Source: an optimization exercise on an open RTL-to-GDS flow (aim: small area, a short achievable clock period and few clock cycles). Production flows keep margins and buffers that such runs may drop.
Only simulation tests tie the RTL to the original design; equivalence was not proved.
No activity file was given, so power comes from the tool's default toggle rates.

==> flow/design.v <==
`default_nettype none
package bsw_pkg;
  localparam int CFG_W     = 15;   
  localparam int CFG_IDX_W = 1;    
  localparam int COLOUR_W  = 17;   
  localparam int BYTE_W    = 8;
  localparam int PIXEL_W     = 3 * COLOUR_W;
  localparam int FILE_WORD_W = BYTE_W + 2;
  localparam int MAX_DIMENSION_DEFAULT = 16384;
endpackage
`default_nettype wire
`default_nettype none
module bmp24_stream_writer #(
  parameter int MAX_DIMENSION = bsw_pkg::MAX_DIMENSION_DEFAULT
) (
  input  wire logic                          clk,
  input  wire logic                          rst,
  input  wire logic                          cfg_write,
  input  wire logic [bsw_pkg::CFG_IDX_W-1:0] cfg_index,
  input  wire logic [bsw_pkg::CFG_W-1:0]     cfg_data,
  input  wire logic                          pixel_valid,
  output logic                               pixel_stall,
  input  wire logic [bsw_pkg::PIXEL_W-1:0]   pixel,
  output logic                               file_valid,
  input  wire logic                          file_stall,
  output logic [bsw_pkg::FILE_WORD_W-1:0]    file_word
);
  function automatic logic [14:0] clamp_dim(input logic [14:0] v);
    if (v[14] && (v[13:0] != '0)) clamp_dim = 15'h4000;
    else if (v == '0)             clamp_dim = 15'd1;
    else                          clamp_dim = v;
  endfunction
  function automatic logic [5:0] inc6(input logic [5:0] x);
    for (int i = 0; i < 6; i++) inc6[i] = x[i] ^ (&(x | ~((6'd1 << i) - 6'd1)));
  endfunction
  function automatic logic [8:0] to_ad(input logic [16:0] v);
    logic [7:0] a;
    logic [7:0] b;
    logic       ge;
    a   = v[15:8];
    b   = v[7:0];
    ge  = (a >= b);
    to_ad = {a | {8{v[16]}}, ge && (a != 8'd0) && !v[16]};
  endfunction
  function automatic logic [7:0] ad_byte(input logic [8:0] ad);
    for (int i = 0; i < 8; i++)
      ad_byte[i] = ad[i+1] ^ (ad[0] && ((ad[8:1] & ((8'd1 << i) - 8'd1)) == 8'd0));
  endfunction
  logic [14:0] w_q;
  logic [14:0] h_q;
  logic [14:0] cfg_clamped;
  assign cfg_clamped = clamp_dim(cfg_data);
  always_ff @(posedge clk) begin
    if (rst) begin
      w_q <= 15'd1;
      h_q <= 15'd1;
    end else if (cfg_write) begin
      if (cfg_index) h_q <= cfg_clamped;
      else           w_q <= cfg_clamped;
    end
  end
  logic [14:0] x;
  logic [15:0] y;
  logic        mborrow;
  logic [3:0]  mcnt;
  logic        rbit;
  logic        rborrow;
  logic [15:0] msum;
  logic        mdone;
  logic        madd;
  logic [14:0] wsel;
  logic        mstart;
  logic        mpend;      
  logic        hdr;        
  logic [15:0] add_a;
  logic [15:0] add_b;
  logic        w_one;
  logic        h_one;
  logic        c_init;
  logic        c_col;
  logic        c_row;
  logic        col_last;
  logic        row_last;
  logic        clq;        
  logic        accept;
  logic        size_out;   
  logic [5:0] pos;
  logic       hv;          
  logic       heoi;        
  logic       emit;
  assign rborrow = (~y[0] & y[2]) | (~(y[0] ^ y[2]) & mborrow);
  assign rbit    = y[1] ^ y[3] ^ rborrow;
  assign add_a   = c_row ? y : {1'b0, x};
  assign add_b   = mdone ? 16'hFFFF : {1'b0, h_q & {15{madd}}};
  assign msum    = add_a + add_b;
  assign w_one    = (w_q == 15'd1);
  assign h_one    = (h_q == 15'd1);
  assign col_last = hdr ? w_one : (x == 15'd1);
  assign row_last = hdr ? h_one : (y == 16'd1);
  assign mstart   = cfg_write || mpend;
  assign wsel     = (cfg_write && !cfg_index) ? cfg_clamped : w_q;
  assign size_out = emit && (pos == 6'd5) && !heoi;
  always_ff @(posedge clk) begin
    if (rst) begin
      x       <= 15'd0;
      y       <= {14'd14, 2'b00};
      mborrow <= 1'b0;
      mcnt    <= 4'd0;
      mdone   <= 1'b1;
      madd    <= 1'b0;
    end else if (mstart) begin
      x       <= 15'd13;
      y       <= {1'b0, wsel};
      mborrow <= 1'b0;
      mcnt    <= 4'd14;
      mdone   <= 1'b0;
      madd    <= wsel[0] ^ wsel[2];
    end else if (!mdone) begin
      x       <= msum[15:1];
      y       <= {msum[0], y[15:1]};
      mborrow <= rborrow;
      mcnt    <= mcnt - 4'd1;
      mdone   <= (mcnt == 4'd1);
      madd    <= rbit;
    end else if (c_init) begin
      x       <= w_q;
      y       <= {1'b0, h_q};
    end else if (c_col) begin
      x       <= clq ? w_q : msum[14:0];
    end else if (c_row) begin
      y       <= msum;
    end
  end
  always_ff @(posedge clk) begin
    if (rst) begin
      c_init <= 1'b0;
      c_col  <= 1'b0;
      c_row  <= 1'b0;
      mpend  <= 1'b0;
      hdr    <= 1'b1;
    end else begin
      c_init <= size_out;
      c_col  <= c_init || (accept && !hdr && !(col_last && row_last));
      c_row  <= c_col && clq;
      mpend  <= accept && col_last && row_last;
      if (accept) hdr <= col_last && row_last;
    end
    if (accept) clq <= col_last;
  end
  logic [8:0] hb;
  logic [8:0] hg;
  logic [8:0] hr0;
  logic [8:0] hr1;
  logic       rsel;        
  logic [1:0] hpad;
  logic       nv;          
  logic [1:0] npad;
  logic       neoi;
  logic       nhdr;
  logic       pstall;
  logic       ending;
  logic       free;
  logic       take_cur;
  logic       take_next;
  logic       switch_next;
  logic [1:0] tpad;
  logic       teoi;
  logic       hv_n;
  logic       nv_n;
  logic [5:0] pos_n;
  logic [8:0] psel;
  logic [7:0] pbyte;
  logic       adv;
  logic       is_last;
  logic [7:0] nbyte;
  logic       ov;
  logic [7:0] od;
  logic       ol;
  logic       oe;
  assign accept      = pixel_valid && !pstall;
  assign adv         = !ov || !file_stall;
  assign emit        = hv && adv && (mdone || pos != 6'd2);
  assign is_last     = (pos[5:2] == 4'b1110) && (pos[1:0] == hpad);
  assign ending      = emit && is_last;
  assign free        = !hv || ending;
  assign take_cur    = accept && free;
  assign take_next   = accept && !free;
  assign switch_next = ending && nv;
  assign tpad        = col_last ? w_q[1:0] : 2'd0;
  assign teoi        = col_last && row_last;
  assign psel    = pos[1] ? (pos[0] ? hg : hb) : (rsel ? hr1 : hr0);
  assign pbyte   = ad_byte(psel);
  always_comb begin
    unique case (pos)
      6'd0:  nbyte = 8'h42;
      6'd1:  nbyte = 8'h4D;
      6'd2:  nbyte = heoi ? 8'h3A : {y[7:2], 2'b10};
      6'd3:  nbyte = heoi ? 8'h00 : y[15:8];
      6'd4:  nbyte = heoi ? 8'h00 : x[7:0];
      6'd5:  nbyte = heoi ? 8'h00 : {1'b0, x[14:8]};
      6'd10: nbyte = 8'd54;
      6'd14: nbyte = 8'd40;
      6'd18: nbyte = heoi ? 8'h01 : w_q[7:0];
      6'd19: nbyte = heoi ? 8'h00 : {1'b0, w_q[14:8]};
      6'd22: nbyte = heoi ? 8'h01 : h_q[7:0];
      6'd23: nbyte = heoi ? 8'h00 : {1'b0, h_q[14:8]};
      6'd26: nbyte = 8'd1;
      6'd28: nbyte = 8'd24;
      6'd54: nbyte = pbyte;
      6'd55: nbyte = pbyte;
      6'd56: nbyte = pbyte;
      default: nbyte = 8'h00;
    endcase
  end
  always_comb begin
    hv_n  = hv;
    nv_n  = nv;
    pos_n = pos;
    if (emit) pos_n = inc6(pos);
    if (ending) hv_n = 1'b0;
    if (take_cur) begin
      hv_n  = 1'b1;
      pos_n = hdr ? 6'd0 : 6'd54;
    end else if (switch_next) begin
      hv_n  = 1'b1;
      nv_n  = 1'b0;
      pos_n = nhdr ? 6'd0 : 6'd54;
    end
    if (take_next) nv_n = 1'b1;
  end
  always_ff @(posedge clk) begin
    if (rst) begin
      hv     <= 1'b0;
      nv     <= 1'b0;
      ov     <= 1'b0;
      pstall <= 1'b0;
    end else begin
      hv     <= hv_n;
      nv     <= nv_n;
      pstall <= nv_n || (hv_n && (pos_n[5:3] != 3'b111));
      if (emit)     ov <= 1'b1;
      else if (adv) ov <= 1'b0;
    end
  end
  always_ff @(posedge clk) begin
    pos <= pos_n;
    if (accept) begin
      hb <= to_ad(pixel[16:0]);
      hg <= to_ad(pixel[33:17]);
    end
    if (accept && rsel)  hr0 <= to_ad(pixel[50:34]);
    if (accept && !rsel) hr1 <= to_ad(pixel[50:34]);
    if (take_cur || switch_next) rsel <= !rsel;
    if (take_cur) begin
      hpad <= tpad;
      heoi <= teoi;
    end else if (switch_next) begin
      hpad <= npad;
      heoi <= neoi;
    end
    if (take_next) begin
      npad <= tpad;
      neoi <= teoi;
      nhdr <= hdr;
    end
  end
  always_ff @(posedge clk) begin
    if (emit) begin
      od <= nbyte;
      ol <= is_last;
      oe <= is_last && heoi;
    end
  end
  assign pixel_stall = pstall;
  assign file_valid  = ov;
  assign file_word   = {od, ol, oe};
endmodule
`default_nettype wire
==> flow/flow/run.sh <==
#!/bin/bash
# The standard layout, with plain buffers (instead of the default delay
# buffers) on the ports. Each tool's output goes to a log in this folder.
set -euo pipefail
export BUFFER_PORTS_ARGS="-buffer_cell sky130_fd_sc_hd__buf_2"
bash standard.sh finish > make_finish.log 2>&1
==> flow/standard.sh <==
#!/bin/bash
# synth_recipe.tcl (not shown) runs the flow's synth.tcl, then flattens the netlist and writes it again
# the make line also repeats each setting of config.mk as NAME=value (left out here)
make -C /OpenROAD-flow-scripts/flow DESIGN_CONFIG=/design/flow/config.mk WORK_HOME=/design/flow/orfs CLKGATE_MAP_FILE= SYNTH_SCRIPT=/design/flow/synth_recipe.tcl "${@:-finish}"
==> flow/config.mk <==
export PLATFORM = sky130hd
export DESIGN_NAME = bmp24_stream_writer
export DESIGN_NICKNAME = bmp24_stream_writer
export VERILOG_FILES = /design/flow/design.v
export SDC_FILE = /design/flow/constraint.sdc
export NUM_CORES = 4
export LEC_CHECK = 0
export CAP_MARGIN = 20
export CORE_MARGIN = 2
export CORE_UTILIZATION = 40
export CTS_BUF_LIST = sky130_fd_sc_hd__clkbuf_4 sky130_fd_sc_hd__clkbuf_8
export CTS_CLUSTER_DIAMETER = 100
export CTS_CLUSTER_SIZE = 40
export SETUP_SLACK_MARGIN = 5.0
export SLEW_MARGIN = 20
==> flow/constraint.sdc <==
create_clock -name core_clock -period 7.5 [get_ports {clk}]
set_input_delay 1.5000 -clock core_clock [delete_from_list [all_inputs] [get_ports {clk}]]
set_output_delay 1.5000 -clock core_clock [all_outputs]
set_load 0.01 [all_outputs]
==> flow_metrics.py, run 1 <==
metrics = {
    "outcome": {
        "status": "complete, no violations",
    },
    "critical_path": {
        "arrival_ns": 3.00,
        "worstSetupEndpointType": "flop",
        "required_ns": 7.84,
        "crit_type": "reg2reg",
        "startpoint_type": "flop",
        "crit_fanout": 6,
    },
    "clock_network": {
        "clkTransAtPathRegs_ns": 0.09,
        "cts_tree": "built",
        "cts-root-buf": "clkbuf_8",
        "insertion_delay_ns": 0.45,
        "cts.sinks": 138,
        "hold_buffers": 0,
        "clockBufferDepth": 2,
        "htreeDepth": 4,
        "cts_made_buffers": 17,
    },
    "yosys": {
        "netlist_area_um2": 9000,
        "netlist-cell-type-count": 72,
        "yosysTopAreaCellShare": 0.194,
        "ys.flop_type": "dfxtp_1",
        "synthTopCellsByCount": "nand2_1, a21oi_1, dfxtp_1, edfxtp_1, nor2_1",
        "syn_area_per_cell_um2": 8.53,
        "yosysMostFrequentCell": "nand2_1",
        "synth_edf_count": 58,
        "async_flop_share": 0,
        "synth-seq-area-share": 0.372,
        "synthesis.nets": 1177,
        "yosys.area.top_type": "edfxtp_1",
        "ys_top_cells_by_area": "edfxtp_1, dfxtp_1, ha_1, nand2_1, a21oi_1",
        "yosysWarnings": 1,
        "ys_ff_latch": 138,
        "netlist_instances": 1055,
    },
    "global_routing": {
        "grt_pass1_vias": 8232,
        "grtUsageTotal": 0.264,
        "grt_max_degree": 58,
        "antenna_found_initial": 0,
        "grt_overflow": 0,
        "grt_pass1_wl_um": 47900,
    },
    "floorplanning": {
        "rows": 54,
        "die_w_um": 154,
        "die_h_um": 154,
        "fp.dieArea_um2": 23700,
        "top_level_ports": 84,
        "start_util": 0.410,
        "core_um2": 22000,
    },
    "placed_design": {
        "port_buffers": 83,
        "dp_hpwl_um": 22000,
        "place_congestion": 1.01,
        "place_area_um2": 10000,
    },
    "sta": {
        "slew_violations": 0,
        "fmax_mhz": 375,
        "rsz0062_at_grt": "true",
        "clock_skew_ns": 0.0127,
        "period_share": 0.355,
        "tns_ns": 0,
        "worst_pin_slew_ns": 1.01,
        "finalHoldViolations": 0,
        "min_period_ns": 2.66,
        "setup_viol": 0,
        "relSlewSlack": 0.321,
    },
    "finish": {
        "nets": 1302,
        "layout-drive-gt1-share": 0.338,
        "fillers": 2013,
        "syn_to_final_growth_pct": 31.9,
        "antenna_cells": 0,
        "design_area_um2": 11900,
    },
    "run": {
        "max_cap_violations": 0,
    },
    "detailed_routing": {
        "via_per_inst": 6.10,
        "wl_per_cell_um": 22.0,
        "vias": 8983,
        "drcViolationCount": 0,
        "first_pass_iters": 5,
        "drtAntennaViolNets": 0,
        "drt_wl_total_um": 32400,
        "drt-initial-drc-count": 1188,
    },
    "power_and_ir_drop": {
        "sequentialPowerShare": 0.389,
        "peakVddDrop_mv": 0.124,
        "swShare": 0.358,
        "switchingPower_uw": 858,
        "power.density_nw_per_um2": 202,
        "p_int_uw": 1540,
        "leakage_uw": 0.00464,
        "clock_power_share": 0.272,
        "power_frac_comb": 0.339,
    },
    "min_path": {
        "worstHoldPathType": "reg2reg",
    },
}
[power by group through the flow]
| stage | logic [uW] | clock network (uW) | registers (uW) |
|---|---|---|---|
| after floorplan | 463 | 0 | 896 |
| after global placement | 590 | 0 | 955 |
| after detailed placement | 591 | 0 | 953 |
| after CTS | 717 | 660 | 927 |
| after global routing | 872 | 694 | 934 |
| final | 811 | 653 | 932 |
[layout make-up]
class | count | area (um2) | share of cell area
timing repair buffer | 164 | 1240 | 0.104
sequential | 138 | 3370 | 0.284
tap | 280 | 350 | 0.0295
inverter | 50 | 243 | 0.0204
clock inverter | 13 | 158 | 0.0133
clock buffer | 19 | 262 | 0.0220
timing repair inverter | 1 | 5.00 | 0.000422
multi-input combinational | 808 | 6250 | 0.526
[kinds of logic (layout without fill, tap and decap cells)]
family,Yosys count,in the layout,synth area share
multiplexers,45,45,0.0537
XOR/XNOR,20,20,0.0195
flip-flops,138,138,0.372
buffers and inverters,109,247,0.0474
AO/OA/AOI/OAI,299,299,0.218
adder cells (fa/ha/maj),50,50,0.0704
AND/OR/NAND/NOR,394,394,0.220
[sequential cells by signal, indices dropped and copies added, names as in the netlist, 2 cells and up]
name  count
y        16
hg        9
mcnt      4
hr0       9
h_q      15
hb        9
x        15
npad      2
pos       6
w_q      15
od        8
hr1       9
hpad      2
[per-layer routing]
metal / global-route usage / share of wire
met1: 0.389 / 0.47
met2: 0.382 / 0.42
met3: 0.0578 / 0.089
met4: 0.0846 / 0.028
met5: 0 / 0
[critical path, cell delays in order, from the launching register on]
cell     delay, ns
dfxtp_4       0.43
mux2_4        0.33
ha_4          0.17
inv_2         0.05
fa_2          0.23
nor2b_4       0.06
o31ai_4       0.35
a21oi_2       0.11
or3_4         0.40
and2_4        0.17
o221a_2       0.26
[metrics by stage]
step | total power [uW] | util | std cells | setup WS [ns] | hold WS, ns
after floorplan | 1360 | - | 1055 | 4.34 | 0.450
after global placement | 1550 | 0.457 | 1366 | 4.08 | 0.469
after detailed placement | 1540 | 0.457 | 1366 | 4.04 | 0.479
after CTS | 2300 | 0.517 | 1452 | 4.90 | 0.493
after global routing | 2500 | 0.541 | 1473 | 4.79 | 0.517
final | 2400 | 0.541 | 1473 | 4.84 | 0.501
[what timing repair did]
action / 4_1_cts / 5_1_grt
setup endpoints to repair: 90 / 61
gates resized for setup: 89 / 87
buffers inserted: 49 / 21
gates cloned: 5 / 0
pin swaps: 47 / 48
[cell usage in the layout (no fill, tap or decap), types with 7 or more instances in the layout]
master,count
edfxtp_1,58
o21ai_0,35
nand4_1,9
nand2_4,8
nor2b_1,16
a22oi_1,12
a21oi_1,80
dfxtp_1,70
a21o_1,16
buf_6,16
nand3_1,23
o211ai_1,16
or2_2,29
xnor2_1,9
and3_1,15
nor4_1,17
nor4b_1,7
nor2_1,52
nand2_1,131
o22ai_1,8
a31oi_1,15
nand3_2,8
clkbuf_8,19
mux2_2,14
a211oi_1,13
buf_4,65
inv_1,41
mux2_4,12
ha_4,17
xor2_1,7
a21oi_2,10
mux2i_1,19
nor3_1,10
buf_2,75
ha_1,29
[path summary, 6_finish.rpt]
| check | from | to | slack [ns] | depth (start not counted) |
|---|---|---|---|---|
| max | c_row$_SDFF_PP0_ | x[7]$_SDFFE_PP0P_ | 4.84 | 10 |
| min | mborrow$_SDFFE_PP0N_ | mborrow$_SDFFE_PP0N_ | 0.50 | 2 |
| max reg2reg | c_row$_SDFF_PP0_ | x[7]$_SDFFE_PP0P_ | 4.84 | 10 |
| min reg2reg | mborrow$_SDFFE_PP0N_ | mborrow$_SDFFE_PP0N_ | 0.50 | 2 |
Testbench counts, summed over its fixed seeds: cycles 195,483.
==> run 2, diff against run 1 <==
--- a/flow/config.mk
+++ b/flow/config.mk
@@ -14,2 +14,3 @@
 export SETUP_SLACK_MARGIN = 5.0
 export SLEW_MARGIN = 20
+export TNS_END_PERCENT = 10
==> run 2 against run 1 <==
  * Still clean on timing, DRC and antenna
  * Power decreased by 4.8%
  * Core utilization decreased by 3.0 points
  * Flip-flop and latch count unchanged
  * Critical path depth unchanged
  * Non-clock buffer count decreased by 23
  * Via count decreased by 3.0%
  * Clock skew increased by 0.0029 ns
  * Count of clock-buffer cells in the layout decreased by 1
  * Sequential share of layout area increased by 1.6 points
  * Hold slack got worse by 0.025 ns
  * Sequential power about the same
  * Critical path type unchanged
  * Largest cell class unchanged
  * Highest routed layer unchanged
==> flow_metrics.py, run 2 <==
metrics = {
    "outcome": {
        "status": "complete, no violations",
    },
    "sta": {
        "worst_slack_ns": 4.84,
        "worst_pin_slew_ns": 0.973,
        "fmax_mhz": 375,
        "clock_skew_ns": 0.0156,
        "rsz0062_at_grt": "true",
        "fin_hold_ws_ns": 0.476,
        "slew_violations": 0,
        "min_period_ns": 2.66,
        "relSlewSlack": 0.349,
        "finalHoldViolations": 0,
        "setup_viol": 0,
        "tns_ns": 0,
        "period_share": 0.355,
    },
    "critical_path": {
        "worstSetupEndpointType": "flop",
        "r2r_end": "x[10]$_SDFFE_PP0P_",
        "worstSetupEndpoint": "x[10]$_SDFFE_PP0P_",
        "timing.rr.start": "c_row$_SDFF_PP0_",
        "arrival_ns": 3.02,
        "ff2ff_setup_slack_ns": 4.84,
        "startpoint_type": "flop",
        "crit_fanout": 8,
        "crit_type": "reg2reg",
        "cp-startpoint": "c_row$_SDFF_PP0_",
        "ff2ff_path_depth": 10,
        "required_ns": 7.85,
    },
    "finish": {
        "antenna_cells": 0,
        "fillers": 2116,
        "design_area_um2": 11200,
        "multi_input_comb_area_um2": 5890,
        "largest_reg_flops": 16,
        "top_register": "y",
        "nets": 1279,
        "final-seq-area_um2": 3360,
        "layout_common_cells": "nand2_1, a21oi_1, buf_2",
        "final_cells": 1450,
        "final_common_cell": "nand2_1",
        "syn_to_final_growth_pct": 24.6,
        "layout-drive-gt1-share": 0.280,
    },
    "global_routing": {
        "grt_overflow": 0,
        "grtUsageTotal": 0.261,
        "grt_pass1_vias": 8223,
        "grt.met2_usage": 0.358,
        "grtUsageMet3": 0.0589,
        "grt_pass1_wl_um": 47500,
        "use_met1": 0.396,
        "grt-busiest-layer": "met1",
        "grt_max_degree": 58,
        "antenna_found_initial": 0,
    },
    "yosys": {
        "ys.flop_type": "dfxtp_1",
        "netlist_instances": 1055,
        "syn_area_per_cell_um2": 8.53,
        "yosysMostFrequentCell": "nand2_1",
        "yosysWarnings": 1,
        "netlist_area_um2": 9000,
        "yosys.area.top_type": "edfxtp_1",
        "ys_top_cells_by_area": "edfxtp_1, dfxtp_1, ha_1, nand2_1, a21oi_1",
        "synth-seq-area-share": 0.372,
        "async_flop_share": 0,
        "synthesis.nets": 1177,
        "netlist-cell-type-count": 72,
        "ys_ff_latch": 138,
        "synth_edf_count": 58,
        "yosysTopAreaCellShare": 0.194,
        "synthTopCellsByCount": "nand2_1, a21oi_1, dfxtp_1, edfxtp_1, nor2_1",
    },
    "power_and_ir_drop": {
        "clock_power_share": 0.269,
        "switchingPower_uw": 808,
        "sequentialPowerShare": 0.409,
        "power_frac_comb": 0.322,
        "leakage_uw": 0.00436,
        "peakVddDrop_mv": 0.106,
        "p_int_uw": 1470,
        "power.density_nw_per_um2": 204,
        "swShare": 0.354,
    },
    "detailed_routing": {
        "drt_wl_total_um": 31000,
        "first_pass_iters": 6,
        "drt-initial-drc-count": 1131,
        "drcViolationCount": 0,
        "wl_per_cell_um": 21.4,
        "drtAntennaViolNets": 0,
        "via_per_inst": 6.01,
        "vias": 8712,
    },
    "run": {
        "max_cap_violations": 0,
    },
    "placed_design": {
        "place_area_um2": 9830,
        "port_buffers": 83,
        "place_congestion": 0.991,
        "dp_slack_ns": 3.67,
        "post-place-cells": 1364,
        "dp_hpwl_um": 21500,
    },
    "clock_network": {
        "insertion_delay_ns": 0.47,
        "clkTransAtPathRegs_ns": 0.08,
        "clockBufferDepth": 2,
        "cts_tree": "built",
        "cts-root-buf": "clkbuf_8",
        "cts_made_buffers": 17,
        "htreeDepth": 4,
        "cts.sinks": 138,
    },
    "floorplanning": {
        "start_util": 0.410,
        "top_level_ports": 84,
        "die_h_um": 154,
        "rows": 54,
        "die_w_um": 154,
        "core_um2": 22000,
        "fp.dieArea_um2": 23700,
    },
    "min_path": {
        "worstHoldPathType": "reg2reg",
    },
}
run 2: cell counts after synthesis:
No cell type changed its count.
run 2: cells by family (layout without fill, tap and decap cells):
logic type                 count (synthesis)  after routing  synth area share
buffers and inverters                    109            224            0.0474
xor gates and xnor gates                  20             20            0.0195
muxes                                     45             45            0.0537
adders and majority gates                 50             50            0.0704
DFF                                      138            138             0.372
AOI/OAI and AO/OA                        299            299             0.218
and+or+nand+nor                          394            394             0.220
run 2: final cells by class:
type,instances,area share
clock buffers,18,0.0215
clock inverters,14,0.0129
inverters,50,0.0182
multi-input cells,808,0.526
flip-flops and latches,138,0.300
well taps,280,0.0313
repair buffers,141,0.0900
repair inverters,1,0.000447
run 2: worst min path at each step:
stage	start	to	cells past startpoint
2_1_floorplan	mborrow$_SDFFE_PP0N_	mborrow$_SDFFE_PP0N_	2
3_3_place_gp	mborrow$_SDFFE_PP0N_	mborrow$_SDFFE_PP0N_	2
3_5_place_dp	mborrow$_SDFFE_PP0N_	mborrow$_SDFFE_PP0N_	2
4_1_cts	mborrow$_SDFFE_PP0N_	mborrow$_SDFFE_PP0N_	2
5_1_grt	mborrow$_SDFFE_PP0N_	mborrow$_SDFFE_PP0N_	2
6_report	mborrow$_SDFFE_PP0N_	mborrow$_SDFFE_PP0N_	2
run 2: timing repair:
action,4_1_cts,5_1_grt
pin swaps,23,19
setup endpoints to repair,89,74
endpoints found under the hold margin,0,0
gates resized for setup,69,41
setup buffers,37,13
hold buffers,0,0
cloned,4,0
run 2: routing by layer:
metal  vias up  part of all wire
met4         0             0.031
met1      4092              0.46
met3        69              0.10
met5         -                 0
li1       4106                 -
met2       445              0.40
run 2: metrics by stage:
step / utilization / total power [uW]
floorplan: - / 1350
global placement: 0.448 / 1520
detailed placement: 0.448 / 1520
CTS: 0.497 / 2220
global route: 0.510 / 2390
finish: 0.510 / 2280
run 2: power groups by stage:
stage                     Combinational (uW)  Clock [uW]  Sequential, uW
after global placement                   572           0             953
after floorplan                          451           0             896
after global routing                     801         653             934
after detailed placement                 572           0             952
final                                    736         614             932
after CTS                                668         621             928
run 2: worst max-delay path, cell delays in order (launching register included):
cell	delay [ns]
dfxtp_4	0.44
buf_6	0.15
mux2_2	0.36
ha_4	0.27
nand4_1	0.16
buf_4	0.16
nor2_1	0.06
a211oi_2	0.34
xnor2_2	0.17
a222oi_1	0.32
a21oi_1	0.11
==> run 3, diff against run 2 <==
--- a/flow/config.mk
+++ b/flow/config.mk
@@ -12,5 +12,4 @@
 export CTS_CLUSTER_DIAMETER = 100
 export CTS_CLUSTER_SIZE = 40
-export SETUP_SLACK_MARGIN = 5.0
+export SETUP_SLACK_MARGIN = 4.5
 export SLEW_MARGIN = 20
-export TNS_END_PERCENT = 10
==> run 3 against run 2 <==
  * Power shrank 5.0%
  * Largest cell class unchanged
  * Critical path depth shrank 4
  * Hold slack improved by 0.017 ns
  * Clock power grew 2%
  * Global-route usage shrank 1.3 points
  * Combinational power decreased by 18%
  * Design area is 8.0% lower
  * Sequential share of layout area increased by 2.5 points
==> flow_metrics.py, run 3 <==
metrics = {
    "outcome": {
        "status": "complete, no violations",
    },
    "global_routing": {
        "grt_pass1_wl_um": 45300,
        "antenna_found_initial": 0,
        "grtUsageTotal": 0.247,
        "grt_max_degree": 58,
        "grt_overflow": 0,
        "grt_pass1_vias": 7859,
    },
    "power_and_ir_drop": {
        "power.density_nw_per_um2": 210,
        "leakage_uw": 0.00406,
        "peakVddDrop_mv": 0.0842,
    },
    "critical_path": {
        "path_cells": "buf_2 > nor2_1 > buf_4 > nand2_1 > nor2_1 > a311oi_1",
        "required_ns": 7.82,
        "crit_type": "in2reg",
        "ff2ff_setup_slack_ns": 4.59,
        "timing.rr.start": "mdone$_SDFF_PP1_",
        "worstSetupEndpointType": "flop",
        "arrival_ns": 3.24,
        "cpMostUsedCell": "nor2_1",
        "cpPeakStageDelay_ns": 0.60,
        "startpoint_type": "primary input",
        "ff2ff_path_depth": 13,
        "r2r_end": "y[6]$_SDFFE_PP0P_",
        "crit_fanout": 13,
        "slowest_stage": "nor2_1",
    },
    "placed_design": {
        "dp_hpwl_um": 21200,
        "port_buffers": 83,
        "place_congestion": 0.980,
        "dp_slack_ns": 3.52,
        "post-place-cells": 1364,
    },
    "yosys": {
        "yosysWarnings": 1,
        "yosysMostFrequentCell": "nand2_1",
        "yosysTopAreaCellShare": 0.194,
        "synth_top_family_by_area": "simple AND/OR/NAND/NOR gates",
        "synthTopCellsByCount": "nand2_1, a21oi_1, dfxtp_1, edfxtp_1, nor2_1",
        "ys.flop_type": "dfxtp_1",
        "yosys.area.top_type": "edfxtp_1",
        "syn_area_per_cell_um2": 8.53,
        "ys_ff_latch": 138,
        "netlist_area_um2": 9000,
        "async_flop_share": 0,
        "netlist-cell-type-count": 72,
        "synth_xor_xnor_area_share": 0.0195,
        "synth_compound_area_frac": 0.218,
        "synthAdderAreaFrac": 0.0704,
        "synthMuxAreaShare": 0.0537,
        "synthSimpleGateAreaFrac": 0.220,
        "ys_top_cells_by_area": "edfxtp_1, dfxtp_1, ha_1, nand2_1, a21oi_1",
        "synthesis.nets": 1177,
        "netlist_instances": 1055,
        "synth_edf_count": 58,
        "synth-seq-area-share": 0.372,
    },
    "clock_network": {
        "cts_made_buffers": 17,
        "clkTransAtPathRegs_ns": 0.08,
        "htreeDepth": 4,
        "insertion_delay_ns": 0.45,
        "cts.sinks": 138,
        "hold_buffers": 0,
        "clockBufferDepth": 2,
        "cts-root-buf": "clkbuf_8",
        "cts_tree": "built",
    },
    "floorplanning": {
        "rows": 54,
        "core_um2": 22000,
        "fp.dieArea_um2": 23700,
        "start_util": 0.410,
        "die_w_um": 154,
        "top_level_ports": 84,
        "die_h_um": 154,
    },
    "finish": {
        "final_cells": 1407,
        "top_register": "y",
        "syn_to_final_growth_pct": 14.6,
        "nets": 1236,
        "largest_reg_flops": 16,
        "layout_common_cells": "nand2_1, a21oi_1, buf_2",
        "final_common_cell": "nand2_1",
        "antenna_cells": 0,
        "layout-drive-gt1-share": 0.201,
        "fillers": 2148,
    },
    "min_path": {
        "min_from": "mborrow$_SDFFE_PP0N_",
        "min_path_cells": 2,
        "whs_endpoint": "mborrow$_SDFFE_PP0N_",
        "worstHoldPathType": "reg2reg",
    },
    "sta": {
        "rsz0062_at_grt": "true",
        "clock_skew_ns": 0.0165,
        "fmax_mhz": 342,
        "finalHoldViolations": 0,
        "tns_ns": 0,
        "relSlewSlack": 0.296,
        "fin_hold_ws_ns": 0.493,
        "worst_slack_ns": 4.58,
        "worst_pin_slew_ns": 1.05,
        "min_period_ns": 2.92,
        "setup_viol": 0,
        "period_share": 0.390,
        "slew_violations": 0,
    },
    "detailed_routing": {
        "via_per_inst": 6.05,
        "first_pass_iters": 5,
        "drt_wl_total_um": 29600,
        "vias": 8519,
        "drcViolationCount": 0,
        "wl_per_cell_um": 21.0,
        "drt-initial-drc-count": 1077,
        "drtAntennaViolNets": 0,
    },
    "run": {
        "max_cap_violations": 0,
    },
}
-- run 3: per-stage QoR --
step                total power [uW]  area [um2]   util
floorplan                       1310        9070      -
global placement                1490        9610  0.438
detailed placement              1490        9620  0.438
CTS                             2130       10200  0.463
global route                    2270       10300  0.470
finish                          2170       10300  0.470
-- run 3: layout make-up --
| type | instances | area (um2) | share of cell area |
|---|---|---|---|
| clock buffers | 23 | 292 | 0.0283 |
| clock inverters | 9 | 114 | 0.0110 |
| inverters | 50 | 195 | 0.0189 |
| multi-input cells | 808 | 5410 | 0.525 |
| flip-flops and latches | 138 | 3350 | 0.325 |
| well taps | 280 | 350 | 0.0340 |
| repair buffers | 98 | 596 | 0.0577 |
| repair inverters | 1 | 5.00 | 0.000485 |
-- run 3: worst max path at each step --
stage                     cells after the start  slack, ns            endpoint              from
after floorplan                               8       4.34   pstall$_SDFF_PP0_       pixel_valid
after global placement                        7       3.69   y[8]$_SDFFE_PP0P_       cfg_data[1]
after detailed placement                      7       3.52  y[13]$_SDFFE_PP0P_       cfg_data[1]
after CTS                                    13       4.48  x[12]$_SDFFE_PP0P_  mdone$_SDFF_PP1_
after global routing                         13       4.44   y[6]$_SDFFE_PP0P_  mdone$_SDFF_PP1_
final                                         6       4.58   y[8]$_SDFFE_PP0P_         cfg_write
-- run 3: per-layer routing --
metal  global-route usage  routed length (um)  vias to the layer above
met4               0.0921                1030                        0
met3               0.0541                2940                       68
met5                    0                   0                        -
met1                0.379               14000                     3962
met2                0.334               11600                      468
li1                     -                   -                     4021
-- run 3: power by group --
part	total [uW]	switching, uW	leakage [uW]	internal [uW]
Sequential	935	90.5	0.00119	845
Combinational	607	363	0.00266	244
Clock	625	295	0.000209	330
Total	2170	748	0.00406	1420
-- run 3: worst max-delay path: cells and delay by family --
kind                   cells  cell delay, ns
buffers and inverters      2            0.50
AOI/OAI and AO/OA          1            0.14
and+or+nand+nor            3            1.09
-- run 3: kinds of logic (layout without fill, tap and decap cells) --
group | after synthesis | count (layout)
DFF | 138 | 138
muxes | 45 | 45
AOI/OAI and AO/OA | 299 | 299
adders and majority gates | 50 | 50
and+or+nand+nor | 394 | 394
buffers and inverters | 109 | 181
xor gates and xnor gates | 20 | 20
-- run 3: what timing repair did --
action / 4_1_cts / 5_1_grt
resized for setup: 23 / 18
endpoints found under the hold margin: 0 / 0
pin swaps: 3 / 4
buffers inserted: 2 / 6
setup endpoints to repair: 44 / 25
cloned: 2 / 1
==> run 4, diff against run 3 <==
==> flow/flow/run.sh (replaced) <==
#!/bin/bash
# The standard layout, with plain buffers (instead of the default delay
# buffers) on the ports. Each tool's output goes to a log in this folder.
set -euo pipefail
export BUFFER_PORTS_ARGS="-buffer_cell sky130_fd_sc_hd__buf_1"
bash standard.sh finish > make_finish.log 2>&1
--- a/flow/config.mk
+++ b/flow/config.mk
@@ -8,8 +8,9 @@
 export CAP_MARGIN = 20
 export CORE_MARGIN = 2
-export CORE_UTILIZATION = 40
+export CORE_UTILIZATION = 55
 export CTS_BUF_LIST = sky130_fd_sc_hd__clkbuf_4 sky130_fd_sc_hd__clkbuf_8
 export CTS_CLUSTER_DIAMETER = 100
 export CTS_CLUSTER_SIZE = 40
-export SETUP_SLACK_MARGIN = 4.5
+export SETUP_SLACK_MARGIN = 4.75
 export SLEW_MARGIN = 20
+export TNS_END_PERCENT = 10
==> run 4 against run 3 <==
  * Sequential power decreased by 0.4%
  * Global-route usage is 7.7 points higher
  * Via count increased by 2.3%
  * Count of clock-buffer cells in the layout decreased by 5
  * Power is 2.5% higher
  * Clock skew shrank 0.0057 ns
  * Routed wire length is 1.3% lower
  * Fmax rose by 2.3%
  * Sequential share of layout area decreased by 0.45 points
  * Flip-flop and latch count stayed put
  * Critical path type unchanged
==> flow_metrics.py, run 4 <==
metrics = {
    "sta": {
        "slew_violations": 0,
        "tns_ns": 0,
        "worst_pin_slew_ns": 0.988,
        "finalHoldViolations": 0,
        "setup_viol": 0,
        "period_share": 0.381,
        "relSlewSlack": 0.339,
        "rsz0062_at_grt": "true",
        "fmax_mhz": 350,
        "clock_skew_ns": 0.0108,
        "min_period_ns": 2.86,
    },
    "yosys": {
        "synthTopCellsByCount": "nand2_1, a21oi_1, dfxtp_1, edfxtp_1, nor2_1",
        "ys_ff_latch": 138,
        "synthesis.nets": 1177,
        "netlist_instances": 1055,
        "yosys.area.top_type": "edfxtp_1",
        "yosysMostFrequentCell": "nand2_1",
        "yosysTopAreaCellShare": 0.194,
        "ys_top_cells_by_area": "edfxtp_1, dfxtp_1, ha_1, nand2_1, a21oi_1",
        "synth-seq-area-share": 0.372,
        "async_flop_share": 0,
        "netlist_area_um2": 9000,
        "netlist-cell-type-count": 72,
        "yosysWarnings": 1,
        "syn_area_per_cell_um2": 8.53,
        "synth_edf_count": 58,
        "ys.flop_type": "dfxtp_1",
    },
    "power_and_ir_drop": {
        "leakage_uw": 0.00396,
        "peakVddDrop_mv": 0.134,
        "power.density_nw_per_um2": 212,
    },
    "placed_design": {
        "dp_hpwl_um": 20400,
        "place_area_um2": 9470,
        "place_congestion": 1.02,
        "port_buffers": 83,
    },
    "floorplanning": {
        "start_util": 0.564,
        "die_h_um": 132,
        "core_um2": 15900,
        "top_level_ports": 84,
        "rows": 46,
        "fp.dieArea_um2": 17400,
        "die_w_um": 132,
    },
    "finish": {
        "top_register": "y",
        "fin_util": 0.657,
        "antenna_cells": 0,
        "nets": 1256,
        "final_common_cell": "nand2_1",
        "layout_common_cells": "nand2_1, a21oi_1, buf_1",
        "largest_reg_flops": 16,
        "syn_to_final_growth_pct": 16.5,
        "layout-drive-gt1-share": 0.162,
        "design_area_um2": 10500,
    },
    "clock_network": {
        "clockBufferDepth": 2,
        "cts_made_buffers": 17,
        "cts.sinks": 138,
        "cts_tree": "built",
        "clkTransAtPathRegs_ns": 0.08,
        "insertion_delay_ns": 0.46,
        "cts-root-buf": "clkbuf_8",
        "htreeDepth": 4,
    },
    "run": {
        "max_cap_violations": 0,
    },
    "critical_path": {
        "crit_buf_inv": 2,
        "cp.depth": 5,
        "cpPeakStageDelay_ns": 0.66,
        "slowest_stage": "or3_1",
        "startpoint_type": "primary input",
        "required_ns": 7.91,
        "crit_type": "in2reg",
        "worstSetupEndpointType": "flop",
        "arrival_ns": 3.26,
        "ff2ff_path_depth": 9,
        "critical-path-top-delay-family": "simple AND/OR/NAND/NOR gates",
        "path_cells": "clkbuf_2 > buf_4 > or3_1 > or4_1 > nand3_1",
        "crit_fanout": 57,
    },
    "detailed_routing": {
        "vias": 8715,
        "drt_wl_total_um": 29200,
        "via_per_inst": 6.39,
        "wl_per_cell_um": 21.4,
        "drtAntennaViolNets": 0,
        "drcViolationCount": 0,
        "first_pass_iters": 8,
        "drt-initial-drc-count": 1124,
    },
    "global_routing": {
        "grt_max_degree": 58,
        "grt_pass1_vias": 7812,
        "grtUsageTotal": 0.324,
        "grt_pass1_wl_um": 43900,
        "antenna_found_initial": 1,
        "grt_overflow": 0,
    },
    "outcome": {
        "status": "complete, no violations",
    },
    "min_path": {
        "worstHoldPathType": "reg2reg",
        "min_path_cells": 2,
    },
}
-- run 4: cell counts after synthesis --
Identical to the previous run, type by type.
-- run 4: through the flow --
stage	cells	setup WS, ns	hold slack [ns]	power, uW
3_5_place_dp	1299	3.82	0.471	1480
5_1_grt	1363	4.62	0.535	2310
6_report	1363	4.64	0.488	2220
2_1_floorplan	1055	4.34	0.450	1320
3_3_place_gp	1299	3.90	0.464	1480
4_1_cts	1344	4.62	0.484	2150
-- run 4: timing repair --
action                                  CTS  global route
buffers inserted                         10            19
endpoints found under the setup margin   62            52
pin swaps                                 1            12
gates cloned                              3             0
gates resized for setup                  28            46
hold buffers                              0             0
-- run 4: cell families (layout without fill, tap and decap cells) --
kind of cell,Yosys count,in the layout,synth area share
compound gates,299,299,0.218
xor+xnor,20,20,0.0195
fa+ha+maj,50,50,0.0704
buf+inv,109,201,0.0474
flops,138,138,0.372
mux,45,45,0.0537
simple gates,394,394,0.220
-- run 4: path summary, 6_finish.rpt --
kind	slack, ns	endpoint	start
min	0.49	mborrow$_SDFFE_PP0N_	mborrow$_SDFFE_PP0N_
min reg2reg	0.49	mborrow$_SDFFE_PP0N_	mborrow$_SDFFE_PP0N_
max	4.64	x[13]$_SDFFE_PP0P_	rst
max reg2reg	4.72	x[14]$_SDFFE_PP0P_	c_row$_SDFF_PP0_
-- run 4: power by group --
| group | switching [uW] | total [uW] | internal [uW] |
|---|---|---|---|
| logic | 381 | 644 | 263 |
| registers | 86.4 | 931 | 845 |
| clock network | 311 | 646 | 335 |
| total | 778 | 2220 | 1440 |
-- run 4: tightest hold or removal path, delay by kind of cell (launching register included) --
family / cells / cell delay [ns]
AOI/OAI and AO/OA: 2 / 0.13
DFF: 1 / 0.31
-- run 4: cell type report --
cell class,instances,area [um2]
clock buffers,18,241
repair inverters,1,5.00
clock inverters,14,169
multi-input cells,808,5590
flip-flops and latches,138,3360
well taps,216,270
fillers,1394,5460
inverters,50,211
repair buffers,118,642
-- run 4: metal layers --
metal	up-vias	part of all wire	GRT usage
met5	-	0	0
met4	0	0.040	0.141
met3	92	0.13	0.0946
met2	598	0.38	0.418
met1	3963	0.45	0.494
li1	4062	-	-
==> run 5, diff against run 4 <==
--- a/flow/config.mk
+++ b/flow/config.mk
@@ -12,5 +12,5 @@
 export CTS_CLUSTER_DIAMETER = 100
 export CTS_CLUSTER_SIZE = 40
-export SETUP_SLACK_MARGIN = 4.75
+export SETUP_SLACK_MARGIN = 5.0
 export SLEW_MARGIN = 20
 export TNS_END_PERCENT = 10
==> run 5 against run 4 <==
  * Register-to-register slack better by 0.09 ns
  * Hold slack got worse by 0.0021 ns
  * Setup slack better by 0.16 ns
  * Non-clock buffer count rose by 35
  * Largest power group unchanged
==> flow_metrics.py, run 5 <==
metrics = {
    "placed_design": {
        "dp_hpwl_um": 20700,
        "place_congestion": 1.00,
        "port_buffers": 83,
    },
    "power_and_ir_drop": {
        "switchingPower_uw": 825,
        "p_int_uw": 1510,
        "power_frac_comb": 0.315,
        "leakage_uw": 0.00424,
        "swShare": 0.353,
        "p_total_uw": 2340,
        "sequentialPowerShare": 0.398,
        "clock_power_share": 0.287,
        "power.density_nw_per_um2": 210,
        "peakVddDrop_mv": 0.155,
    },
    "yosys": {
        "yosysMostFrequentCell": "nand2_1",
        "synth-seq-area-share": 0.372,
        "netlist_area_um2": 9000,
        "synthTopCellsByCount": "nand2_1, a21oi_1, dfxtp_1, edfxtp_1, nor2_1",
        "yosysTopAreaCellShare": 0.194,
        "netlist_instances": 1055,
        "netlist-cell-type-count": 72,
        "async_flop_share": 0,
        "synthesis.nets": 1177,
        "syn_area_per_cell_um2": 8.53,
        "synth_edf_count": 58,
        "ys_ff_latch": 138,
        "yosysWarnings": 1,
        "ys_top_cells_by_area": "edfxtp_1, dfxtp_1, ha_1, nand2_1, a21oi_1",
        "ys.flop_type": "dfxtp_1",
        "yosys.area.top_type": "edfxtp_1",
    },
    "clock_network": {
        "clockBufferDepth": 2,
        "cts_made_buffers": 17,
        "insertion_delay_ns": 0.45,
        "clkTransAtPathRegs_ns": 0.08,
        "htreeDepth": 4,
        "cts_tree": "built",
        "hold_buffers": 0,
        "cts.sinks": 138,
        "cts-root-buf": "clkbuf_8",
    },
    "detailed_routing": {
        "vias": 8947,
        "drtAntennaViolNets": 0,
        "dr.max_layer_used": "met4",
        "via_per_inst": 6.40,
        "drt-met1-wl_um": 13300,
        "wl_per_cell_um": 21.9,
        "drt_wl_total_um": 30600,
        "dr_wl_met2_um": 12200,
        "wl_met3_um": 3980,
        "first_pass_iters": 9,
        "drt-initial-drc-count": 1189,
        "drcViolationCount": 0,
    },
    "min_path": {
        "worstHoldPathType": "reg2reg",
        "min_from": "mborrow$_SDFFE_PP0N_",
    },
    "sta": {
        "worst_pin_slew_ns": 0.938,
        "tns_ns": 0,
        "period_share": 0.359,
        "min_period_ns": 2.69,
        "slew_violations": 0,
        "relSlewSlack": 0.372,
        "clock_skew_ns": 0.0122,
        "fmax_mhz": 371,
        "setup_viol": 0,
        "rsz0062_at_grt": "true",
        "finalHoldViolations": 0,
    },
    "floorplanning": {
        "die_h_um": 132,
        "die_w_um": 132,
        "core_um2": 15900,
        "fp.dieArea_um2": 17400,
        "rows": 46,
        "start_util": 0.564,
        "top_level_ports": 84,
    },
    "critical_path": {
        "timing.rr.start": "y[2]$_SDFFE_PP0P_",
        "worstSetupEndpointType": "flop",
        "arrival_ns": 3.03,
        "crit_fanout": 6,
        "path_cells": "mux2_4 > ha_4 > o211ai_1 > o21ai_4 > a2111oi_4 > nor3_2 > or2_4 > o311a_1",
        "cp-startpoint": "y[2]$_SDFFE_PP0P_",
        "required_ns": 7.84,
        "cpPeakStageDelay_ns": 0.57,
        "crit_type": "reg2reg",
        "startpoint_type": "flop",
        "slowest_stage": "dfxtp_1",
    },
    "global_routing": {
        "grt_overflow": 0,
        "grt_pass1_vias": 8175,
        "grtUsageTotal": 0.344,
        "grt_pass1_wl_um": 46600,
        "grt_max_degree": 58,
        "antenna_found_initial": 0,
    },
    "finish": {
        "nets": 1292,
        "final_common_cell": "nand2_1",
        "layout_common_cells": "nand2_1, a21oi_1, buf_1",
        "syn_to_final_growth_pct": 23.9,
        "largest_reg_flops": 16,
        "antenna_cells": 0,
        "layout-drive-gt1-share": 0.222,
        "top_register": "y",
    },
    "outcome": {
        "status": "complete, no violations",
    },
    "run": {
        "max_cap_violations": 0,
    },
}
-- run 5: cells by family after synthesis --
group,count (synthesis),share of synthesized area
AOI/OAI and AO/OA,299,0.218
xor gates and xnor gates,20,0.0195
adders and majority gates,50,0.0704
buffers and inverters,109,0.0474
DFF,138,0.372
muxes,45,0.0537
and+or+nand+nor,394,0.220
-- run 5: power groups by stage --
stage	Combinational (uW)	Sequential (uW)	Clock, uW
floorplan	451	896	0
finish	737	930	672
global placement	564	948	0
CTS	663	924	677
global route	794	931	708
detailed placement	565	947	0
-- run 5: through the flow --
step | area, um2 | cells | util | setup WS [ns] | hold WS, ns
final | 11100 | 1399 | 0.699 | 4.81 | 0.486
after global routing | 11100 | 1399 | 0.699 | 4.79 | 0.502
after CTS | 10800 | 1372 | 0.675 | 4.88 | 0.483
after detailed placement | 9650 | 1300 | 0.605 | 3.88 | 0.473
after global placement | 9650 | 1300 | 0.605 | 3.94 | 0.463
after floorplan | 9350 | 1055 | - | 4.34 | 0.450
-- run 5: layout make-up --
class                      instances  area (um2)
clock buffer                      18         248
clock inverter                    14         181
fill                            1332        4790
inverter                          50         214
multi-input combinational        808        5870
sequential                       138        3360
tap                              216         270
timing repair buffer             153         996
timing repair inverter             2        13.8
-- run 5: routing by layer --
metal | vias to the layer above | global-route usage
met5 | - | 0
met4 | 0 | 0.135
met3 | 102 | 0.0900
met2 | 581 | 0.463
met1 | 4137 | 0.521
li1 | 4127 | -
-- run 5: path summary, 6_finish.rpt --
check,cells past startpoint,slack (ns),endpoint
setup / recovery,8,4.81,y[9]$_SDFFE_PP0P_
hold / removal,2,0.49,mborrow$_SDFFE_PP0N_
setup reg to reg,8,4.81,y[9]$_SDFFE_PP0P_
hold reg to reg,2,0.49,mborrow$_SDFFE_PP0N_
-- run 5: critical path: cells and delay by family, from the launching register on --
kind                     cells  cell delay (ns)
multiplexers                 1             0.25
flip-flops                   1             0.57
adder cells (fa/ha/maj)      1             0.22
AND/OR/NAND/NOR              2             0.39
AO/OA/AOI/OAI                4             1.15
-- run 5: timing repair --
action                                 4_1_cts  5_1_grt
resized for setup                           71       39
setup buffers                               36       27
setup endpoints to repair                   88       65
pin swaps                                   35       24
endpoints found under the hold margin        0        0
cloned                                       4        0
==> run 6, diff against run 5 <==
--- a/flow/config.mk
+++ b/flow/config.mk
@@ -12,5 +12,4 @@
 export CTS_CLUSTER_DIAMETER = 100
 export CTS_CLUSTER_SIZE = 40
-export SETUP_SLACK_MARGIN = 5.0
+export SETUP_SLACK_MARGIN = 4.75
 export SLEW_MARGIN = 20
-export TNS_END_PERCENT = 10
==> run 6 against run 5 <==
  * Die area stayed put
  * Global-route usage down 1.9 points
  * Synthesized cell count did not move
  * Core utilization fell by 4.5 points
  * Design area shrank 6.5%
  * Clock skew up 0.00077 ns
  * Largest power group unchanged
  * Highest routed layer unchanged
==> flow_metrics.py, run 6 <==
metrics = {
    "run": {
        "max_cap_violations": 0,
    },
    "sta": {
        "setup_viol": 0,
        "tns_ns": 0,
        "rsz0062_at_grt": "true",
        "slew_violations": 0,
        "relSlewSlack": 0.354,
        "period_share": 0.366,
        "finalHoldViolations": 0,
        "worst_pin_slew_ns": 0.966,
        "clock_skew_ns": 0.0130,
        "min_period_ns": 2.74,
        "fmax_mhz": 364,
    },
    "floorplanning": {
        "start_util": 0.564,
        "core_um2": 15900,
        "top_level_ports": 84,
        "fp.dieArea_um2": 17400,
        "die_h_um": 132,
        "rows": 46,
        "die_w_um": 132,
    },
    "yosys": {
        "ys.flop_type": "dfxtp_1",
        "netlist_instances": 1055,
        "synthesis.nets": 1177,
        "netlist_area_um2": 9000,
        "synth_edf_count": 58,
        "syn_area_per_cell_um2": 8.53,
        "yosys.area.top_type": "edfxtp_1",
        "yosysMostFrequentCell": "nand2_1",
        "ys_top_cells_by_area": "edfxtp_1, dfxtp_1, ha_1, nand2_1, a21oi_1",
        "yosysWarnings": 1,
        "netlist-cell-type-count": 72,
        "yosysTopAreaCellShare": 0.194,
        "async_flop_share": 0,
        "ys_ff_latch": 138,
        "synthTopCellsByCount": "nand2_1, a21oi_1, dfxtp_1, edfxtp_1, nor2_1",
        "synth-seq-area-share": 0.372,
    },
    "placed_design": {
        "dp_hpwl_um": 20200,
        "port_buffers": 83,
        "place_congestion": 1.03,
        "post-place-cells": 1300,
        "place_area_um2": 9500,
    },
    "global_routing": {
        "grt_pass1_vias": 7781,
        "grt_max_degree": 58,
        "grt_overflow": 0,
        "grtUsageTotal": 0.326,
        "antenna_found_initial": 0,
        "grt_pass1_wl_um": 44100,
    },
    "clock_network": {
        "clkTransAtPathRegs_ns": 0.08,
        "cts_tree": "built",
        "hold_buffers": 0,
        "cts_made_buffers": 17,
        "cts.sinks": 138,
        "insertion_delay_ns": 0.46,
        "htreeDepth": 4,
        "clockBufferDepth": 2,
        "cts-root-buf": "clkbuf_8",
    },
    "min_path": {
        "min_path_cells": 2,
        "worstHoldPathType": "reg2reg",
    },
    "critical_path": {
        "arrival_ns": 3.08,
        "required_ns": 7.83,
        "startpoint_type": "flop",
        "crit_fanout": 7,
        "crit_type": "reg2reg",
        "worstSetupEndpointType": "flop",
        "ff2ff_path_depth": 9,
    },
    "power_and_ir_drop": {
        "swShare": 0.350,
        "sequentialPowerShare": 0.426,
        "power.density_nw_per_um2": 210,
        "power_frac_comb": 0.289,
        "leakage_uw": 0.00392,
        "p_int_uw": 1420,
        "switchingPower_uw": 765,
        "clock_power_share": 0.285,
        "peakVddDrop_mv": 0.120,
    },
    "detailed_routing": {
        "drt-initial-drc-count": 1186,
        "wl_per_cell_um": 21.2,
        "drt_wl_total_um": 28900,
        "first_pass_iters": 7,
        "drcViolationCount": 0,
        "drtAntennaViolNets": 0,
        "via_per_inst": 6.39,
        "vias": 8689,
    },
    "finish": {
        "antenna_cells": 0,
        "layout_common_cells": "nand2_1, a21oi_1, buf_1",
        "layout-drive-gt1-share": 0.159,
        "final_cells": 1360,
        "final_common_cell": "nand2_1",
        "syn_to_final_growth_pct": 15.9,
        "top_register": "y",
        "nets": 1253,
        "design_area_um2": 10400,
        "largest_reg_flops": 16,
    },
    "outcome": {
        "status": "complete, no violations",
    },
}
[run 6: cell counts after synthesis]
No cell type changed its count.
[run 6: logic make-up (layout without fill, tap and decap cells)]
| logic type | Yosys count | after routing | synth area share |
|---|---|---|---|
| muxes | 45 | 45 | 0.0537 |
| buffers and inverters | 109 | 198 | 0.0474 |
| AOI/OAI and AO/OA | 299 | 299 | 0.218 |
| xor gates and xnor gates | 20 | 20 | 0.0195 |
| DFF | 138 | 138 | 0.372 |
| and+or+nand+nor | 394 | 394 | 0.220 |
| adders and majority gates | 50 | 50 | 0.0704 |
[run 6: critical path, stage by stage, from the launching register on]
cell and delay [ns]:
dfxtp_4 0.41, buf_4 0.16, mux2_2 0.36, ha_2 0.41, nand3_1 0.20, nor3_1 0.31, o21ai_2 0.17, and3_1 0.22
nor2_1 0.23, a31oi_1 0.13
[run 6: through the flow]
| stage | utilization | setup slack [ns] | total power, uW | hold slack [ns] |
|---|---|---|---|---|
| after global routing | 0.654 | 4.70 | 2280 | 0.513 |
| after CTS | 0.637 | 4.76 | 2130 | 0.489 |
| after floorplan | - | 4.34 | 1330 | 0.450 |
| after detailed placement | 0.596 | 4.06 | 1480 | 0.476 |
| final | 0.654 | 4.76 | 2190 | 0.486 |
| after global placement | 0.596 | 4.08 | 1490 | 0.468 |
[run 6: metal layers]
metal,up-vias,share of wire,track usage,routed length (um)
li1,4058,-,-,-
met1,4005,0.46,0.514,13300
met2,534,0.38,0.433,11000
met3,92,0.12,0.0734,3410
met4,0,0.040,0.106,1160
met5,-,0,0,0
[run 6: power groups by stage]
stage / Clock (uW) / Combinational (uW) / Sequential [uW]
2_1_floorplan: 0 / 429 / 896
3_3_place_gp: 0 / 539 / 949
3_5_place_dp: 0 / 537 / 948
4_1_cts: 629 / 579 / 925
5_1_grt: 656 / 691 / 934
6_report: 622 / 633 / 932
[run 6: area by class of cell]
type                    count  area (um2)
clock buffers              20         263
clock inverters            12         140
fillers                  1429        5510
inverters                  50         221
multi-input cells         808        5560
flip-flops and latches    138        3350
well taps                 216         270
repair buffers            115         619
repair inverters            1        5.00
[run 6: worst paths after layout]
| kind | start | to | slack [ns] |
|---|---|---|---|
| setup / recovery | c_row$_SDFF_PP0_ | y[14]$_SDFFE_PP0P_ | 4.76 |
| hold / removal | mborrow$_SDFFE_PP0N_ | mborrow$_SDFFE_PP0N_ | 0.49 |
| hold reg to reg | mborrow$_SDFFE_PP0N_ | mborrow$_SDFFE_PP0N_ | 0.49 |
| setup reg to reg | c_row$_SDFF_PP0_ | y[14]$_SDFFE_PP0P_ | 4.76 |
[run 6: repair_timing]
action | CTS | global route
hold endpoints to repair | 0 | 0
buffers inserted | 13 | 12
setup endpoints to repair | 49 | 33
gates resized for setup | 22 | 45
cloned | 3 | 0
pin swaps | 3 | 15
==> run 7, diff against run 6 <==
--- a/flow/config.mk
+++ b/flow/config.mk
@@ -8,5 +8,5 @@
 export CAP_MARGIN = 20
 export CORE_MARGIN = 2
-export CORE_UTILIZATION = 55
+export CORE_UTILIZATION = 65
 export CTS_BUF_LIST = sky130_fd_sc_hd__clkbuf_4 sky130_fd_sc_hd__clkbuf_8
 export CTS_CLUSTER_DIAMETER = 100
==> run 7 against run 6 <==
  * Cell count fell by 3.0%
  * Count of clock-buffer cells in the layout shrank 3
  * Critical path depth is 2 higher
  * Setup slack lost 0.10 ns
  * Clock power decreased by 2%
  * Largest cell class unchanged
  * Via count increased by 2.6%
  * Hold slack improved by 0.0038 ns
  * Design area decreased by 0.66%
  * Die area down 15%
  * Area after synthesis stayed put
  * Register-to-register slack worse by 0.10 ns
==> flow_metrics.py, run 7 <==
metrics = {
    "outcome": {
        "status": "complete, no violations",
    },
    "finish": {
        "final_cells": 1319,
        "syn_to_final_growth_pct": 15.1,
        "fin_util": 0.773,
        "antenna_cells": 0,
        "layout_common_cells": "nand2_1, a21oi_1, buf_1",
        "largest_reg_flops": 16,
        "final_common_cell": "nand2_1",
        "top_register": "y",
        "final-seq-area_um2": 3360,
        "multi_input_comb_area_um2": 5570,
        "fillers": 966,
        "layout-drive-gt1-share": 0.161,
        "nets": 1252,
    },
    "power_and_ir_drop": {
        "leakage_uw": 0.00393,
        "peakVddDrop_mv": 0.208,
        "power.density_nw_per_um2": 211,
    },
    "global_routing": {
        "grt_overflow": 0,
        "grt_pass1_wl_um": 43800,
        "grt_max_degree": 58,
        "grtUsageTotal": 0.391,
        "grt_pass1_vias": 8119,
        "antenna_found_initial": 1,
    },
    "sta": {
        "min_period_ns": 2.85,
        "clock_skew_ns": 0.0133,
        "rsz0062_at_grt": "true",
        "setup_viol": 0,
        "relSlewSlack": 0.323,
        "tns_ns": 0,
        "fmax_mhz": 351,
        "period_share": 0.380,
        "finalHoldViolations": 0,
        "slew_violations": 0,
        "worst_pin_slew_ns": 1.01,
    },
    "yosys": {
        "synthesis.nets": 1177,
        "synth_edf_count": 58,
        "netlist-cell-type-count": 72,
        "syn_area_per_cell_um2": 8.53,
        "netlist_area_um2": 9000,
        "ys_ff_latch": 138,
        "async_flop_share": 0,
        "yosys.area.top_type": "edfxtp_1",
        "yosysTopAreaCellShare": 0.194,
        "synth-seq-area-share": 0.372,
        "yosysMostFrequentCell": "nand2_1",
        "netlist_instances": 1055,
        "ys_top_cells_by_area": "edfxtp_1, dfxtp_1, ha_1, nand2_1, a21oi_1",
        "synthTopCellsByCount": "nand2_1, a21oi_1, dfxtp_1, edfxtp_1, nor2_1",
        "ys.flop_type": "dfxtp_1",
        "yosysWarnings": 1,
    },
    "floorplanning": {
        "rows": 42,
        "die_h_um": 122,
        "die_w_um": 122,
        "fp.dieArea_um2": 14800,
        "start_util": 0.672,
        "top_level_ports": 84,
        "core_um2": 13400,
    },
    "critical_path": {
        "crit_fanout": 7,
        "path_cells": "buf_6 > mux2_2 > ha_4 > o211ai_1 > o21ai_4 > buf_4 > buf_4 > a211o_1 > nand3_1 > or4_1 > nand3_1",
        "crit_type": "reg2reg",
        "cpPeakStageDelay_ns": 0.45,
        "slowest_stage": "or4_1",
        "worstSetupEndpointType": "flop",
        "required_ns": 7.92,
        "startpoint_type": "flop",
        "arrival_ns": 3.26,
    },
    "clock_network": {
        "htreeDepth": 4,
        "cts_tree": "built",
        "cts-root-buf": "clkbuf_8",
        "cts_made_buffers": 17,
        "cts.sinks": 138,
        "clockBufferDepth": 2,
        "clkTransAtPathRegs_ns": 0.09,
        "insertion_delay_ns": 0.47,
    },
    "placed_design": {
        "place_congestion": 1.14,
        "port_buffers": 83,
        "dp_hpwl_um": 20100,
        "post-place-cells": 1259,
    },
    "detailed_routing": {
        "drcViolationCount": 0,
        "first_pass_iters": 8,
        "vias": 8918,
        "drt-initial-drc-count": 1187,
        "drtAntennaViolNets": 0,
        "via_per_inst": 6.76,
        "wl_per_cell_um": 22.1,
        "drt_wl_total_um": 29200,
    },
    "min_path": {
        "worstHoldPathType": "reg2reg",
    },
    "run": {
        "max_cap_violations": 0,
    },
}
-- run 7: changes by cell type in the layout (fill, tap and decap cells not counted), moves of 2 or more --
cell	change
clkinv_2	+3
ha_4	-3
a211oi_1	-2
clkbuf_4	-2
clkinv_4	-2
clkinvlp_4	-2
ha_1	+2
inv_4	+2
o21ai_2	-2
o31ai_1	-2
o31ai_2	+2
-- run 7: path summary, 6_finish.rpt --
kind                            cells past startpoint  slack, ns                   end            startpoint
worst max-delay path                               11       4.65    x[13]$_SDFFE_PP0P_      c_row$_SDFF_PP0_
worst min-delay path                                2       0.49  mborrow$_SDFFE_PP0N_  mborrow$_SDFFE_PP0N_
worst max register to register                     11       4.65    x[13]$_SDFFE_PP0P_      c_row$_SDFF_PP0_
worst min register to register                      2       0.49  mborrow$_SDFFE_PP0N_  mborrow$_SDFFE_PP0N_
-- run 7: per-layer routing --
metal / global-route usage / up-vias / wire length [um]
met4: 0.191 / 0 / 1460
met1: 0.552 / 4110 / 12100
met5: 0 / - / 0
li1: - / 4050 / -
met3: 0.162 / 122 / 4330
met2: 0.513 / 636 / 11300
-- run 7: cell type report --
cell class	count	area share
timing repair inverter	1	0.000483
multi-input combinational	808	0.538
inverter	50	0.0210
sequential	138	0.324
clock inverter	15	0.0141
tap	176	0.0213
timing repair buffer	114	0.0583
clock buffer	17	0.0226
-- run 7: timing repair --
| action | 4_1_cts | 5_1_grt |
|---|---|---|
| gates resized for setup | 21 | 50 |
| endpoints found under the setup margin | 51 | 38 |
| hold buffers | 0 | 0 |
| setup buffers | 7 | 18 |
| gates cloned | 2 | 1 |
| pin swaps | 1 | 17 |
-- run 7: critical path: cells and delay by family, from the launching register on --
family | cells | cell delay [ns]
flip-flops | 1 | 0.42
buffers and inverters | 3 | 0.44
adder cells (fa/ha/maj) | 1 | 0.31
multiplexers | 1 | 0.38
AND/OR/NAND/NOR | 3 | 0.71
AO/OA/AOI/OAI | 3 | 0.51
-- run 7: cell families (layout without fill, tap and decap cells) --
group | after synthesis | count (layout) | share of synthesized area
AOI/OAI and AO/OA | 299 | 299 | 0.218
xor gates and xnor gates | 20 | 20 | 0.0195
adders and majority gates | 50 | 50 | 0.0704
buffers and inverters | 109 | 197 | 0.0474
DFF | 138 | 138 | 0.372
muxes | 45 | 45 | 0.0537
and+or+nand+nor | 394 | 394 | 0.220
-- run 7: power by group --
group	switching [uW]	leakage [uW]	internal, uW
combinational	379	0.00254	266
sequential	89.5	0.00119	845
clock	313	0.000203	295
-- run 7: through the flow --
step	hold WS [ns]	power, uW	setup slack [ns]	instance area, um2
3_3_place_gp	0.459	1480	3.97	9440
2_1_floorplan	0.450	1330	4.34	9180
5_1_grt	0.489	2260	4.61	10400
3_5_place_dp	0.473	1480	4.05	9440
4_1_cts	0.485	2090	4.71	9970
6_report	0.490	2190	4.65	10400

re-timing with driven ports:
How much do the figures lean on ideal ports? The routed layouts below were timed once more, with nothing changed but the port constraints. Step 1 sets driving cells, clkbuf_16 on the clock port and buf_2 on the other inputs (assumed; they add their load-dependent delay and slew). Step 2, shift: input delay + t, output delay - t, t = (earliest + latest rising clock arrival at the registers) / 2. This alone moves slack from input paths to output paths. Three values: no drivers, after step 1, after step 2; two values: the first two.
run	t, ns	slack for setup (ns)	hold slack, ns	worst register clock-pin slew, ns
run 1	0.489	4.836 / 4.836 / 4.456	0.501 / 0.501 / 0.501	0.09 / 0.09
run 2	0.501	4.835 / 4.835 / 4.421	0.476 / 0.476 / 0.476	0.09 / 0.09
run 3	0.485	4.577 / 4.590 / 4.111	0.493 / 0.493 / 0.493	0.08 / 0.08
run 4	0.495	4.643 / 4.663 / 4.167	0.488 / 0.488 / 0.488	0.08 / 0.08
run 5	0.492	4.807 / 4.807 / 4.430	0.486 / 0.486 / 0.486	0.09 / 0.09
run 6	0.494	4.755 / 4.755 / 4.352	0.486 / 0.486 / 0.486	0.08 / 0.08
run 7	0.508	4.654 / 4.654 / 4.244	0.490 / 0.490 / 0.490	0.09 / 0.09
After both steps every run listed still meets setup and hold. For run 4, which loses most, drivers alone change the setup slack by +0.020 ns; drivers and shift together by -0.476 ns.
